This is an optimization exercise on Yosys and OpenROAD, whose aim is small area, a short achievable clock period and few clock cycles per item, not a production implementation.
In this exercise RTL edits were held to simulation tests only and were not proved equivalent to the original.
Power figures rest on the tool's default switching activity, not on a simulated workload.

<file path="flow/design.v">
module cakeLane
#(
	parameter bit FallsDown = 1'b1,
	parameter logic [1:0] Speed = 2'd1,
	parameter logic [53:0] StartY = '0
)(
	input logic update,
	input logic rst,
	input logic step,
	output logic [53:0] cakeY
);
	localparam int CakesPerLane = 6;
	localparam int IdxW = $clog2(CakesPerLane);
	localparam logic [8:0] ScreenBottom = 9'd480;
	localparam logic [8:0] ScreenTop = 9'd0;
	localparam logic [8:0] ReentryY = FallsDown ? ScreenTop : ScreenBottom;
	logic [CakesPerLane-1:0] atEdge;
	logic wrapAny;
	logic [IdxW-1:0] wrapIdx;
	always_comb
	begin
		for (int i = 0; i < CakesPerLane; i++)
		begin
			if (FallsDown)
				atEdge[i] = (cakeY[9*i +: 9] >= ScreenBottom);
			else
				atEdge[i] = (cakeY[9*i +: 9] == ScreenTop);
		end
	end
	always_comb
	begin
		wrapAny = 1'b0;
		wrapIdx = '0;
		for (int i = CakesPerLane - 1; i >= 0; i--)
		begin
			if (atEdge[i])
			begin
				wrapAny = 1'b1;
				wrapIdx = IdxW'(i);
			end
		end
	end
	always_ff @(posedge update)
	begin
		if (rst)
			cakeY <= StartY;
		else if (step)
		begin
			if (wrapAny)
			begin
				for (int i = 0; i < CakesPerLane; i++)
					if (wrapIdx == IdxW'(i))
						cakeY[9*i +: 9] <= ReentryY;
			end
			else
			begin
				for (int i = 0; i < CakesPerLane; i++)
				begin
					if (FallsDown)
						cakeY[9*i +: 9] <= cakeY[9*i +: 9] + 9'(Speed);
					else
						cakeY[9*i +: 9] <= cakeY[9*i +: 9] - 9'(Speed);
				end
			end
		end
	end
endmodule
module pixelQueryFifo
#(
	parameter int QueryDepth = 4
)(
	input logic update,
	input logic rst,
	input logic pixelReq,
	input logic [9:0] pixelX,
	input logic [9:0] pixelY,
	output logic pixelAck,
	output logic qValid,
	output logic [9:0] qX,
	output logic [9:0] qY,
	input logic qPop
);
	localparam int PtrW = $clog2(QueryDepth);
	logic [9:0] memX [QueryDepth];
	logic [9:0] memY [QueryDepth];
	logic [PtrW-1:0] wrPtr;
	logic [PtrW-1:0] rdPtr;
	logic [PtrW:0] count;
	logic full;
	logic push;
	logic pop;
	assign full = (count == (PtrW + 1)'(QueryDepth));
	assign qValid = (count != '0);
	assign push = pixelReq && !pixelAck && !full;
	assign pop = qPop && qValid;
	assign qX = memX[rdPtr];
	assign qY = memY[rdPtr];
	always_ff @(posedge update)
	begin
		if (rst)
			pixelAck <= 1'b0;
		else if (push)
			pixelAck <= 1'b1;
		else if (!pixelReq)
			pixelAck <= 1'b0;
	end
	always_ff @(posedge update)
	begin
		if (push)
		begin
			memX[wrPtr] <= pixelX;
			memY[wrPtr] <= pixelY;
		end
	end
	always_ff @(posedge update)
	begin
		if (rst)
		begin
			wrPtr <= '0;
			rdPtr <= '0;
		end
		else
		begin
			if (push)
				wrPtr <= wrPtr + PtrW'(1);
			if (pop)
				rdPtr <= rdPtr + PtrW'(1);
		end
	end
	always_ff @(posedge update)
	begin
		if (rst)
			count <= '0;
		else
		begin
			case ({push, pop})
				2'b10: count <= count + (PtrW + 1)'(1);
				2'b01: count <= count - (PtrW + 1)'(1);
				default: count <= count;
			endcase
		end
	end
endmodule
module cakeHitTester
(
	input logic update,
	input logic rst,
	input logic qValid,
	input logic [9:0] qX,
	input logic [9:0] qY,
	output logic qPop,
	input logic [215:0] laneY,
	output logic hitReq,
	output logic [23:0] hitMask,
	input logic hitAck
);
	localparam int NumLanes = 4;
	localparam int CakesPerLane = 6;
	localparam int unsigned CakeSize = 20;
	localparam logic [39:0] LaneX = {10'd510, 10'd240, 10'd100, 10'd65};
	typedef enum logic [1:0] {
		stIdle,
		stHeld,
		stAckDrop
	} testState_t;
	testState_t state;
	logic [23:0] hitNow;
	function automatic logic insideSpan(input logic [9:0] pos, input logic [9:0] lo);
		logic [10:0] hi;
		hi = {1'b0, lo} + 11'(CakeSize);
		insideSpan = (pos > lo) && ({1'b0, pos} < hi);
	endfunction
	always_comb
	begin
		for (int l = 0; l < NumLanes; l++)
		begin
			for (int c = 0; c < CakesPerLane; c++)
			begin
				hitNow[l * CakesPerLane + c] = insideSpan(qX, LaneX[10*l +: 10])
					&& insideSpan(qY, {1'b0, laneY[9*(l*CakesPerLane+c) +: 9]});
			end
		end
	end
	always_ff @(posedge update)
	begin
		if (rst)
		begin
			state <= stIdle;
			qPop <= 1'b0;
			hitReq <= 1'b0;
			hitMask <= '0;
		end
		else
		begin
			qPop <= 1'b0;
			case (state)
				stIdle:
				begin
					if (qPop)
					begin
						hitMask <= hitNow;
						hitReq <= 1'b1;
						state <= stHeld;
					end
					else if (qValid)
						qPop <= 1'b1;
				end
				stHeld:
				begin
					if (hitAck)
					begin
						hitReq <= 1'b0;
						state <= stAckDrop;
					end
				end
				stAckDrop:
				begin
					if (!hitAck)
						state <= stIdle;
				end
				default: state <= stIdle;
			endcase
		end
	end
endmodule
module cakeField
#(
	parameter int QueryDepth = 4
)(
	input logic update,
	input logic rst,
	input logic step,
	input logic pixelReq,
	input logic [9:0] pixelX,
	input logic [9:0] pixelY,
	output logic pixelAck,
	output logic hitReq,
	output logic [23:0] hitMask,
	input logic hitAck
);
	localparam int NumLanes = 4;
	localparam int CakesPerLane = 6;
	localparam logic [3:0] LaneFallsDown = 4'b1001;
	localparam logic [7:0] LaneSpeed = {2'd1, 2'd2, 2'd1, 2'd1};
	localparam logic [215:0] LaneStartY = {
		{9'd400, 9'd330, 9'd255, 9'd200, 9'd100, 9'd20},
		{9'd375, 9'd350, 9'd210, 9'd180, 9'd75, 9'd25},
		{9'd440, 9'd340, 9'd290, 9'd220, 9'd150, 9'd50},
		{9'd450, 9'd370, 9'd290, 9'd200, 9'd150, 9'd70}
	};
	logic [215:0] laneY;
	logic qValid;
	logic [9:0] qX;
	logic [9:0] qY;
	logic qPop;
	for (genvar g = 0; g < NumLanes; g++)
	begin : gLane
		cakeLane #(
			.FallsDown(LaneFallsDown[g]),
			.Speed(LaneSpeed[2*g +: 2]),
			.StartY(LaneStartY[54*g +: 54])
		) lane (
			.update(update),
			.rst(rst),
			.step(step),
			.cakeY(laneY[54*g +: 54])
		);
	end
	pixelQueryFifo #(
		.QueryDepth(QueryDepth)
	) queryFifo (
		.update(update),
		.rst(rst),
		.pixelReq(pixelReq),
		.pixelX(pixelX),
		.pixelY(pixelY),
		.pixelAck(pixelAck),
		.qValid(qValid),
		.qX(qX),
		.qY(qY),
		.qPop(qPop)
	);
	cakeHitTester hitTester (
		.update(update),
		.rst(rst),
		.qValid(qValid),
		.qX(qX),
		.qY(qY),
		.qPop(qPop),
		.laneY(laneY),
		.hitReq(hitReq),
		.hitMask(hitMask),
		.hitAck(hitAck)
	);
endmodule
</file>
<file path="flow/run.sh">
#!/bin/bash
# synth_recipe.tcl (not shown) runs the flow's synth.tcl, then flattens the netlist and writes it again
# the make line also repeats each setting of config.mk as NAME=value (left out here)
make -C /OpenROAD-flow-scripts/flow DESIGN_CONFIG=/design/flow/config.mk WORK_HOME=/design/flow/orfs CLKGATE_MAP_FILE= SYNTH_SCRIPT=/design/flow/synth_recipe.tcl finish
</file>
<file path="flow/config.mk">
export PLATFORM = sky130hd
export DESIGN_NAME = cakeField
export DESIGN_NICKNAME = cakeField
export VERILOG_FILES = /design/flow/design.v
export SDC_FILE = /design/flow/constraint.sdc
export NUM_CORES = 4
export LEC_CHECK = 0
export CAP_MARGIN = 20
export CORE_MARGIN = 2
export CORE_UTILIZATION = 40
export SLEW_MARGIN = 20
</file>
<file path="flow/constraint.sdc">
create_clock -name core_clock -period 4.5 [get_ports {update}]
set_input_delay 0.9000 -clock core_clock [delete_from_list [all_inputs] [get_ports {update}]]
set_output_delay 0.9000 -clock core_clock [all_outputs]
set_load 0.01 [all_outputs]
</file>
==> metrics.md <==
| Metric | Value |
|---|---|
| Status | `finished clean` |
| Latest clock arrival within the worst-skew pair | `600 ps` |
| Leading post-synthesis cells by cell area | `ha_1 24%, dfxtp_1 19%, edfxtp_1 9.0%` |
| Post-CTS sizing | `0` |
| CP Capture Type | `flip-flop` |
| Design area | `29800 µm²` |
| Final hold violations | `0` |
| CTS Buffer Depth | `3` |
| Max Cap Violations | `0` |
| Initial antenna violation count | `0` |
| Clock power share | `37.6%` |
| Synth-to-layout area growth | `11.8%` |
| Num rows | `94` |
| CTS buffer count | `42` |
| CTS tree | `built` |
| # hold bufs at CTS | `0` |
| Syn nets | `3622` |
| Post-DP Area | `28300 µm²` |
| Sink Count | `331` |
| N_diodes | `0` |
| CP Data Required Time | `4950 ps` |
| Critical Path AT | `4190 ps` |
| I/O pin cnt | `51` |
| Synth unique cells | `77` |
| Post-CTS Setup Bufs | `0` |
| Total power | `9.82 mW` |
| GR Overflow Total | `0` |
| Post-Syn Area | `26700 µm²` |
| Detailed-router iteration count before antenna repair | `5` |
| Layout Skew | `37.6 ps` |
| Worst-margin pin slew | `1190 ps` |
| Clock slew at reported path FFs | `60 ps` |
| Routed WL per cell | `17.7 µm` |
| Commonest cells after routing, fill and taps aside | `510 x ha_1, 270 x inv_1, 251 x dfxtp_1, 217 x a21oi_1, 214 x nor2_1` |
| Vias in the first global route | `21500` |
| Number of enable flip-flop cells after synthesis | `80` |
| GRT Overall Usage | `20.2%` |
| Internal | `6.55 mW` |
| DP Wirelength | `49.3 mm` |
| Pwr dens | `329 nW/µm²` |
| Most common cell after layout, fill and taps aside | `ha_1` |
| Asr flop ratio synth | `0%` |
| Largest net degree at the start of global routing | `63` |
| Share of cells above drive strength 1 | `5.52%` |
| Switching part of the total | `33.3%` |
| Starting Density | `40.5%` |
| Net Switching | `3.27 mW` |
| Synth Flop Type | `dfxtp_1` |
| Clock root cell | `clkbuf_16` |
| Yosys warns | `6` |
| Crit-path max FO | `24` |
| DRT Wirelength | `71.4 mm` |
| Gate count after technology mapping | `3086` |
| Slew HR | `20.7%` |
| Global placement routability congestion | `0.835` |
| DRC viols | `0` |
| Fmax | `0.267 GHz` |
| Leak | `12.8 nW` |
| Via Count | `22500` |
| Vias per cell | `5.59` |
| Core area | `65900 µm²` |
| Crit path kind | `flip-flop to flip-flop` |
| RSZ-0062 raised after global routing | `false` |
| Tcrit/Tclk final | `83.1%` |
| Syn Area/Cell | `8.65 µm²` |
| Flop and latch count out of synthesis | `331` |
| Starting DRT DRC Count | `1423` |
| VDD IR max | `0.264 mV` |
| Gate power share | `27.8%` |
| H-tree lvl count | `2` |
| Worst reg2reg endpoint | `hitTester.hitMask[8]` |
| Die X | `262 µm` |
| Final Setup Violations | `0` |
| Hold crit path type | `flip-flop to flip-flop` |
| Min Tclk post-route | `3740 ps` |
| Fin Setup TNS | `0 ps` |
| Reg power frac | `34.6%` |
| Final nets | `3674` |
| First-pass GRT wire length | `115 mm` |
| Post-DRT Antenna Nets | `0` |
| Max-slew violations | `0` |
| Synth top area share | `23.9%` |
| Worst reg2reg path depth | `9` |
| Yosys top cell by area | `ha_1` |
| Crit path launch type | `flip-flop` |
| DIE HEIGHT | `262 µm` |
| Port buffer count | `50` |
| Die footprint | `68800 µm²` |
| Crit path to | `hitTester.hitMask[8]` |
| R2R setup slack | `760 ps` |
| Seq/Total Area, Yosys | `27.8%` |
| Fill cells | `6448` |
[kinds of logic (layout without fill, tap and decap cells)]
| logic type | after synthesis | after routing | share of synthesized area (%) |
|---|---|---|---|
| fa+ha+maj | 511 | 511 | 24.0 |
| buf+inv | 359 | 443 | 5.16 |
| xor+xnor | 179 | 179 | 5.87 |
| simple gates | 894 | 894 | 16.7 |
| flops | 331 | 331 | 27.8 |
| compound gates | 787 | 787 | 18.6 |
| mux | 25 | 25 | 1.86 |
[flip-flops by register name, indices dropped and copies added (netlist names), named ones only]
signal	count
gLane.lane.cakeY	213
queryFifo.wrPtr	2
queryFifo.memY	40
queryFifo.count	3
hitTester.hitMask	24
queryFifo.rdPtr	2
hitTester.qPop	1
hitTester.state	2
hitTester.hitReq	1
queryFifo.pixelAck	1
queryFifo.memX	40
[worst min-delay path by stage]
| stage | start | to | cells after the start |
|---|---|---|---|
| finish | hitTester.hitMask[8] | hitTester.hitMask[8] | 2 |
| global route | hitTester.hitMask[10] | hitTester.hitMask[10] | 2 |
| CTS | hitTester.hitMask[8] | hitTester.hitMask[8] | 2 |
| detailed placement | hitTester.hitMask[8] | hitTester.hitMask[8] | 2 |
| global placement | hitTester.hitMask[2] | hitTester.hitMask[2] | 2 |
| floorplan | gLane[2].lane.cakeY[0] | gLane[2].lane.cakeY[0] | 1 |
[synth_stat cells, drive strengths merged, types with 22 or more instances]
cell / instances
o211ai: 30
xnor2: 152
o21bai: 23
xor2: 27
nor3: 118
o21ai: 207
a31oi: 43
nor2: 217
nand4: 85
edfxtp: 80
nor4: 31
inv: 272
clkbuf: 63
a21o: 77
a211oi: 51
nand3: 88
ha: 510
nand2: 193
dfxtp: 251
and3: 22
a21oi: 217
[final cells by class]
type	instances	area, µm²	share of cell area (%)
tap	864	1080	3.62
sequential	331	7430	24.9
inverter	275	1030	3.46
multi-input combinational	2396	17900	60.1
timing repair buffer	92	852	2.85
clock inverter	23	330	1.11
clock buffer	53	1190	3.99
[layer usage]
metal / GRT usage (%) / up-vias / part of all wire, %
met4: 5.31 / 0 / 2.3
li1: - / 11400 / -
met2: 32.3 / 446 / 44
met1: 28.7 / 10600 / 49
met5: 0 / - / 0
met3: 2.47 / 101 / 4.4
[critical path, stage by stage (launching register included)]
cell,delay (ps)
dfxtp_1,720
mux4_2,1090
ha_1,500
nor2b_1,150
o211ai_1,160
a31oi_1,110
a2111oi_0,490
a211oi_1,90
o21ai_0,160
o21ai_0,90
[power groups by stage]
stage	clock network [mW]	registers, mW	logic (mW)
floorplan	0	3.38	2.01
detailed placement	0	3.46	2.71
CTS	3.78	3.40	2.73
global route	3.87	3.43	3.14
finish	3.69	3.40	2.73
global placement	0	3.46	2.68
[metrics by stage]
step                      cells  hold WS (ps)  setup WS, ps  utilization [%]
final                      4034           454           760             45.3
after global routing       4034           499           522             45.3
after CTS                  4031           463           731             45.3
after detailed placement   3955           450           756             42.9
after floorplan            3086           446          1190                -
after global placement     3955           442           778             42.9
Testbench counts, summed over its fixed seeds: cycles 12,856, queries 3,072.

[re-timing with driven ports]
Ports are ideal in the flow. The routed layout listed here was re-timed in OpenROAD.
Step 1 sets driving cells, clkbuf_16 on the clock port and buf_2 on the other inputs (assumed; they add their load-dependent delay and slew).
Step 2 moves the port delays by t, midway between the first and last clock arrival at a register: inputs arrive t later, outputs are due t later. That takes back most of the time a late clock gives input paths.
a / b / c = ideal ports / drivers / drivers and shift; a / b = the first two.
t, ns: 0.639
slack for setup (ns): 0.760 / 0.760 / 0.727
clock arrival spread, ns: 0.041 / 0.041
worst slew at a driven data input, ns: 0.08
After both steps setup and hold are still met in this run. The setup slack of this run moves by 0.000 ns with the drivers and by -0.033 ns with both steps.
